This is an optimization exercise on Yosys and OpenROAD, whose aim is small area, not a production implementation.
In this exercise RTL edits were held to simulation tests only and were not proved equivalent to the original.
Power figures rest on the tool's default switching activity, not on a simulated workload.

Setup of JK:
==> flow/design.v (excerpt) <==
module register_file_mp
#(
   parameter int DATA_WIDTH = regfile_pkg::DEF_DATA_WIDTH,
   parameter int REG_NUMBER = regfile_pkg::DEF_REG_NUMBER,
   parameter int NUM_READ   = regfile_pkg::DEF_NUM_READ
)
(
   input  logic                           clk,
   input  logic                           rst,
   input  logic [NUM_READ*REG_NUMBER-1:0] rs_addr,
   output logic [NUM_READ*DATA_WIDTH-1:0] rs_data,
   output logic [NUM_READ-1:0]            rs_busy,
   input  logic [1:0]                     wr_en,
   input  logic [2*REG_NUMBER-1:0]        wr_addr,
   input  logic [2*DATA_WIDTH-1:0]        wr_data,
   input  logic                           rsv_en,
   input  logic [REG_NUMBER-1:0]          rsv_addr,
   input  logic                           clr_req,
   output logic                           clr_busy
);
For scale: roughly 4100 cells after synthesis, about 660 flip-flops, roughly 140 I/O pins, roughly 35000 sq um of cells after synthesis.
clock: 7.0 ns
lec_check: 0
cap_margin: 10
core_margin: 2
core_utilization: 35
gpl_timing_driven: 0
place_density: 0.45
setup_slack_margin: 0.1
slew_margin: 10
synth_hierarchical: 1
standard.sh (not shown) runs the stock make flow with config.mk's settings and CLKGATE_MAP_FILE= SYNTH_SCRIPT=/design/flow/synth_recipe.tcl, a recipe that flattens the netlist after the stock synthesis.
==> flow/flow/run.sh <==
#!/bin/bash
# Layout flow: the standard ORFS flow (standard.sh, synthesis unchanged), with a few
# step options set through the ORFS variables the steps read:
#  - port buffers use buf_2 instead of the flow's default pick (a slow delay cell);
#  - the buffers Yosys/ABC put in are removed at floorplan, and repair_design re-buffers;
#  - before repair_design, drivers of nets with 20+ loads get drive strength 2 (presize.tcl);
#  - CTS uses clkbuf_8, clusters up to 20 sinks within 50 um, and inserts no dummy loads;
# standard.sh's output goes to standard.log; each ORFS step logs to orfs/logs/.
set -euo pipefail
here=$(cd "$(dirname "$0")" && pwd)
export BUFFER_PORTS_ARGS="-buffer_cell sky130_fd_sc_hd__buf_2"
export REMOVE_ABC_BUFFERS=1
export PRE_RESIZE_TCL="$here/presize.tcl"
export CTS_ARGS="-sink_clustering_enable -repair_clock_nets -sink_clustering_size 20 -sink_clustering_max_diameter 50 -buf_list sky130_fd_sc_hd__clkbuf_8 -dont_use_dummy_load"
bash standard.sh > standard.log 2>&1
==> flow/flow/presize.tcl <==
# Sourced before repair_design (PRE_RESIZE_TCL): give the driver of every net with 20 or
# more loads drive strength 2, so that repair_design need not buffer those nets.
set n_up 0
foreach net [get_nets *] {
  set loads [get_pins -quiet -of_objects $net -filter "direction==input"]
  if {[llength $loads] < 20} continue
  set drv [get_pins -quiet -of_objects $net -filter "direction==output"]
  if {[llength $drv] != 1} continue
  set inst [get_cells -of_objects $drv]
  set m [get_property $inst ref_name]
  if {[regexp {^(sky130_fd_sc_hd__[a-z0-9]+)_[0-9]+$} $m -> base]} {
    set want ${base}_2
    if {$want ne $m && [llength [get_lib_cells -quiet */$want]]} { replace_cell $inst $want; incr n_up }
  }
}
puts "presize: resized $n_up drivers"
Although JK finished all stages, its layout failed final checks on capacitance limit, slew limit.
> inputs changed (JK -> MS)
- PLACE_DENSITY now 0.55, was 0.45
[summary]
MS: flow completed, timing, DRC and antenna clean
Critical path launch point: rs_addr[1] -> JK, rs_addr[12] -> MS
Pre-CTS setup slack: MS and JK compared, higher one is MS
Compared with JK, MS improves post-route worst setup slack.
Relative to JK, relative contribution of combinational cells to total power decreased by 0.2 points in MS.
Cell area after technology mapping came out exactly the same in MS and JK.
[compare] base=JK new=MS: number of DRC markers in iteration 0 +860; half-perimeter wire length of the detailed placement result went down about 12%; instance area after placement essentially unchanged; layout-stage area growth over the synthesis result has decreased.
The inputs of AL differ from those of MS as listed below.
- PLACE_DENSITY: 0.55 -> 0.45
- SLEW_MARGIN: 10 -> 20
- CAP_MARGIN: 10 -> 20
diff --git a/flow/flow/run.sh b/flow/flow/run.sh
--- a/flow/flow/run.sh
+++ b/flow/flow/run.sh
@@ -4 +4,2 @@
-#  - port buffers use buf_2 instead of the flow's default pick (a slow delay cell);
+#  - every port still gets a buffer, but a small one (ports.tcl: buf_1) instead of the
+#    flow's default pick, a slow delay cell;
@@ -7 +8,3 @@
-#  - CTS uses clkbuf_8, clusters up to 20 sinks within 50 um, and inserts no dummy loads;
+#  - CTS uses clkbuf_8, clusters up to 14 sinks within 100 um, and inserts no dummy loads;
+#  - after global-route repair, gates with timing slack are downsized (power recovery),
+#    then max slew and capacitance are repaired again (postgrt.tcl).
@@ -11 +14,2 @@
-export BUFFER_PORTS_ARGS="-buffer_cell sky130_fd_sc_hd__buf_2"
+export DONT_BUFFER_PORTS=1
+export PRE_GLOBAL_PLACE_TCL="$here/ports.tcl"
@@ -14 +18,3 @@
-export CTS_ARGS="-sink_clustering_enable -repair_clock_nets -sink_clustering_size 20 -sink_clustering_max_diameter 50 -buf_list sky130_fd_sc_hd__clkbuf_8 -dont_use_dummy_load"
+export CTS_ARGS="-sink_clustering_enable -repair_clock_nets -sink_clustering_size 14 -sink_clustering_max_diameter 100 -buf_list sky130_fd_sc_hd__clkbuf_8 -dont_use_dummy_load"
+export RECOVER_POWER=100
+export POST_GLOBAL_ROUTE_TCL="$here/postgrt.tcl"
==> flow/flow/ports.tcl (new file) <==
# Sourced before global placement (PRE_GLOBAL_PLACE_TCL), with the flow's own port
# buffering turned off: every input and output port gets a buf_1.
buffer_ports -inputs -buffer_cell sky130_fd_sc_hd__buf_1
buffer_ports -outputs -buffer_cell sky130_fd_sc_hd__buf_1
==> flow/flow/postgrt.tcl (new file) <==
# Sourced at the end of global routing (POST_GLOBAL_ROUTE_TCL): after power recovery
# downsized gates, repair max slew and capacitance again on global-route parasitics.
global_route -start_incremental
estimate_parasitics -global_routing
repair_design -slew_margin 20 -cap_margin 20
detailed_placement
global_route -end_incremental
estimate_parasitics -global_routing
--- outcome ---
- AL went all the way through synthesis, placement and routing and the layout is clean on timing, DRC and antenna.
- Changes observed in AL relative to MS: transition time of the tightest slew-check pin shrank by 190 ps, post-route fraction of the period consumed by the critical path decreased by 0.27 points relative to the old numbers, utilization after layout went down, wire length of the first global-routing pass shows an increase of 11%.
- Changes observed in AL relative to MS: final design area excluding fillers decreased by 920 sq um relative to the old numbers, worst-case reg-to-reg path depth increased by 1 relative to the old numbers, power share of the combinational group increased by 2.0 points relative to the old numbers, global-route usage increased by 6.5 points relative to the old numbers.
The following lists how TR was set up differently from AL:
- PLACE_DENSITY changed from 0.45 to 0.55
==> flow/flow/run.sh <==
#!/bin/bash
# Layout flow: the standard ORFS flow (standard.sh, synthesis unchanged), with a few
# step options set through the ORFS variables the steps read:
#  - every port still gets a buffer, but a small one (ports.tcl: buf_2 on inputs, buf_1
#    on outputs) instead of the flow's default pick, a slow delay cell;
#  - the buffers Yosys/ABC put in are removed at floorplan, and repair_design re-buffers;
#  - before repair_design, drivers of nets with 20+ loads get drive strength 2 (presize.tcl);
#  - CTS uses clkbuf_8, clusters up to 12 sinks within 100 um, and inserts no dummy loads.
# standard.sh's output goes to standard.log; each ORFS step logs to orfs/logs/.
set -euo pipefail
here=$(cd "$(dirname "$0")" && pwd)
export DONT_BUFFER_PORTS=1
export PRE_GLOBAL_PLACE_TCL="$here/ports.tcl"
export REMOVE_ABC_BUFFERS=1
export PRE_RESIZE_TCL="$here/presize.tcl"
export CTS_ARGS="-sink_clustering_enable -repair_clock_nets -sink_clustering_size 12 -sink_clustering_max_diameter 100 -buf_list sky130_fd_sc_hd__clkbuf_8 -dont_use_dummy_load"
bash standard.sh > standard.log 2>&1
==> flow/flow/ports.tcl <==
# Sourced before global placement (PRE_GLOBAL_PLACE_TCL), with the flow's own port
# buffering turned off: every input port gets a buf_2 and every output port a buf_1.
buffer_ports -inputs -buffer_cell sky130_fd_sc_hd__buf_2
buffer_ports -outputs -buffer_cell sky130_fd_sc_hd__buf_1
removed: flow/flow/postgrt.tcl
Looking at met2 track demand over resource, TR sits 9.2 points lower than AL does. TR ends up with a post-layout minimum cycle time that is 160 ps lower than in AL. Min clock insertion delay at the later pin of the skew report across AL and TR: TR. TR against AL: post-route met1 wirelength moved down, wire length of the first global-routing pass moved down, ratio of final minimum period to clock period moved down, clock share of power moved up, setup slack of the critical path after layout moved up. AL → TR: total power grew by 0.00014 W, synthesized instance count ~0 delta, routed wire length now sits lower.

---

register_file_mp, a different RTL version from the one above (not shown whole).
For scale: roughly 4,000 cells after synthesis, roughly 660 flip-flops, ~0.035 mm² of cells after synthesis.
==> flow/design.v (excerpt) <==
module register_file_mp
#(
   parameter int DATA_WIDTH = regfile_pkg::DEF_DATA_WIDTH,
   parameter int REG_NUMBER = regfile_pkg::DEF_REG_NUMBER,
   parameter int NUM_READ   = regfile_pkg::DEF_NUM_READ
)
(
   input  logic                           clk,
   input  logic                           rst,
   input  logic [NUM_READ*REG_NUMBER-1:0] rs_addr,
   output logic [NUM_READ*DATA_WIDTH-1:0] rs_data,
   output logic [NUM_READ-1:0]            rs_busy,
   input  logic [1:0]                     wr_en,
   input  logic [2*REG_NUMBER-1:0]        wr_addr,
   input  logic [2*DATA_WIDTH-1:0]        wr_data,
   input  logic                           rsv_en,
   input  logic [REG_NUMBER-1:0]          rsv_addr,
   input  logic                           clr_req,
   output logic                           clr_busy
);
   localparam int DEPTH = 2**REG_NUMBER;
   logic [DEPTH-1:1][DATA_WIDTH-1:0] r_regs_n;
  ...
make LEC_CHECK=0 CAP_MARGIN=10 CORE_MARGIN=2 CORE_UTILIZATION=35 CTS_CLUSTER_DIAMETER=60 CTS_CLUSTER_SIZE=30 GPL_TIMING_DRIVEN=0 PLACE_DENSITY=0.45 SETUP_SLACK_MARGIN=0.1 SLEW_MARGIN=10 SYNTH_HIERARCHICAL=1 finish   # period 7.0 ns
run.sh (not shown) runs the stock make flow with config.mk's settings and CLKGATE_MAP_FILE= SYNTH_SCRIPT=/design/flow/synth_recipe.tcl, a recipe that flattens the netlist after the stock synthesis.
Stock flow here: none of the scripts above is used.
The baseline completed and failed the layout checks on setup timing.
Change:
==> flow/flow/run.sh (new file) <==
#!/bin/bash
# Layout flow: the standard ORFS flow (standard.sh, synthesis unchanged), with a few
# step options set through the ORFS variables the steps read:
#  - port buffers use buf_2 instead of the flow's default pick (a slow delay cell);
#  - the buffers Yosys/ABC put in are removed at floorplan, and repair_design re-buffers;
#  - before repair_design, drivers of nets with 20+ loads get drive strength 2 (presize.tcl);
#  - CTS uses clkbuf_8, clusters up to 20 sinks within 50 um, and inserts no dummy loads;
# standard.sh's output goes to standard.log; each ORFS step logs to orfs/logs/.
set -euo pipefail
here=$(cd "$(dirname "$0")" && pwd)
export BUFFER_PORTS_ARGS="-buffer_cell sky130_fd_sc_hd__buf_2"
export REMOVE_ABC_BUFFERS=1
export PRE_RESIZE_TCL="$here/presize.tcl"
export CTS_ARGS="-sink_clustering_enable -repair_clock_nets -sink_clustering_size 20 -sink_clustering_max_diameter 50 -buf_list sky130_fd_sc_hd__clkbuf_8 -dont_use_dummy_load"
bash standard.sh > standard.log 2>&1
==> flow/flow/presize.tcl (new file) <==
# Sourced before repair_design (PRE_RESIZE_TCL): give the driver of every net with 20 or
# more loads drive strength 2, so that repair_design need not buffer those nets.
set n_up 0
foreach net [get_nets *] {
  set loads [get_pins -quiet -of_objects $net -filter "direction==input"]
  if {[llength $loads] < 20} continue
  set drv [get_pins -quiet -of_objects $net -filter "direction==output"]
  if {[llength $drv] != 1} continue
  set inst [get_cells -of_objects $drv]
  set m [get_property $inst ref_name]
  if {[regexp {^(sky130_fd_sc_hd__[a-z0-9]+)_[0-9]+$} $m -> base]} {
    set want ${base}_2
    if {$want ne $m && [llength [get_lib_cells -quiet */$want]]} { replace_cell $inst $want; incr n_up }
  }
}
puts "presize: resized $n_up drivers"
==> flow/standard.sh (new file) <==
#!/bin/bash
# synth_recipe.tcl (not shown) runs the flow's synth.tcl, then flattens the netlist and writes it again
# the make line also repeats each setting of config.mk as NAME=value (left out here)
make -C /OpenROAD-flow-scripts/flow DESIGN_CONFIG=/design/flow/config.mk WORK_HOME=/design/flow/orfs CLKGATE_MAP_FILE= SYNTH_SCRIPT=/design/flow/synth_recipe.tcl "${@:-finish}"
- CTS_CLUSTER_DIAMETER: 60 -> not set
- CTS_CLUSTER_SIZE: 30 -> not set
removed: flow/run.sh
Effect: With this change the flow passed the timing, DRC and antenna checks. Synthesized area stays the same. Non-clock buffer count goes down by 188. Count of clock-buffer cells in the layout goes up by 8.

static timing again, ports no longer ideal:
No port has a modelled driver above. Below, the same layouts with a new extraction and two added sets of constraints. Step 1 sets driving cells, clkbuf_16 on the clock port and buf_2 on the other inputs (assumed; they add their load-dependent delay and slew). Step 2 times the ports against the registers' clock, not the clock port: input delays grow and output delays shrink by t, the midpoint of the rising clock arrivals with the driver on. a / b / c = ideal ports / drivers / drivers and shift; a / b = the first two.
run	shift t [ns]	setup slack, ns	worst slew at a driven data input, ns	pins driven straight from the clock port
JK	0.837	0.222 / 0.197 / 0.197	0.13	1
MS	0.830	0.232 / 0.205 / 0.205	0.17	1
AL	0.878	0.251 / 0.220 / 0.220	0.13	1
TR	0.790	0.406 / 0.352 / 0.352	0.20	1
the first run of note 2	0.762	-0.135 / -0.157 / -0.157	0.09	1
the second run of note 2	0.840	0.203 / 0.058 / 0.058	0.24	1
For the second run of note 2, which loses most, drivers alone change the setup slack by -0.145 ns; drivers and shift together by -0.145 ns.
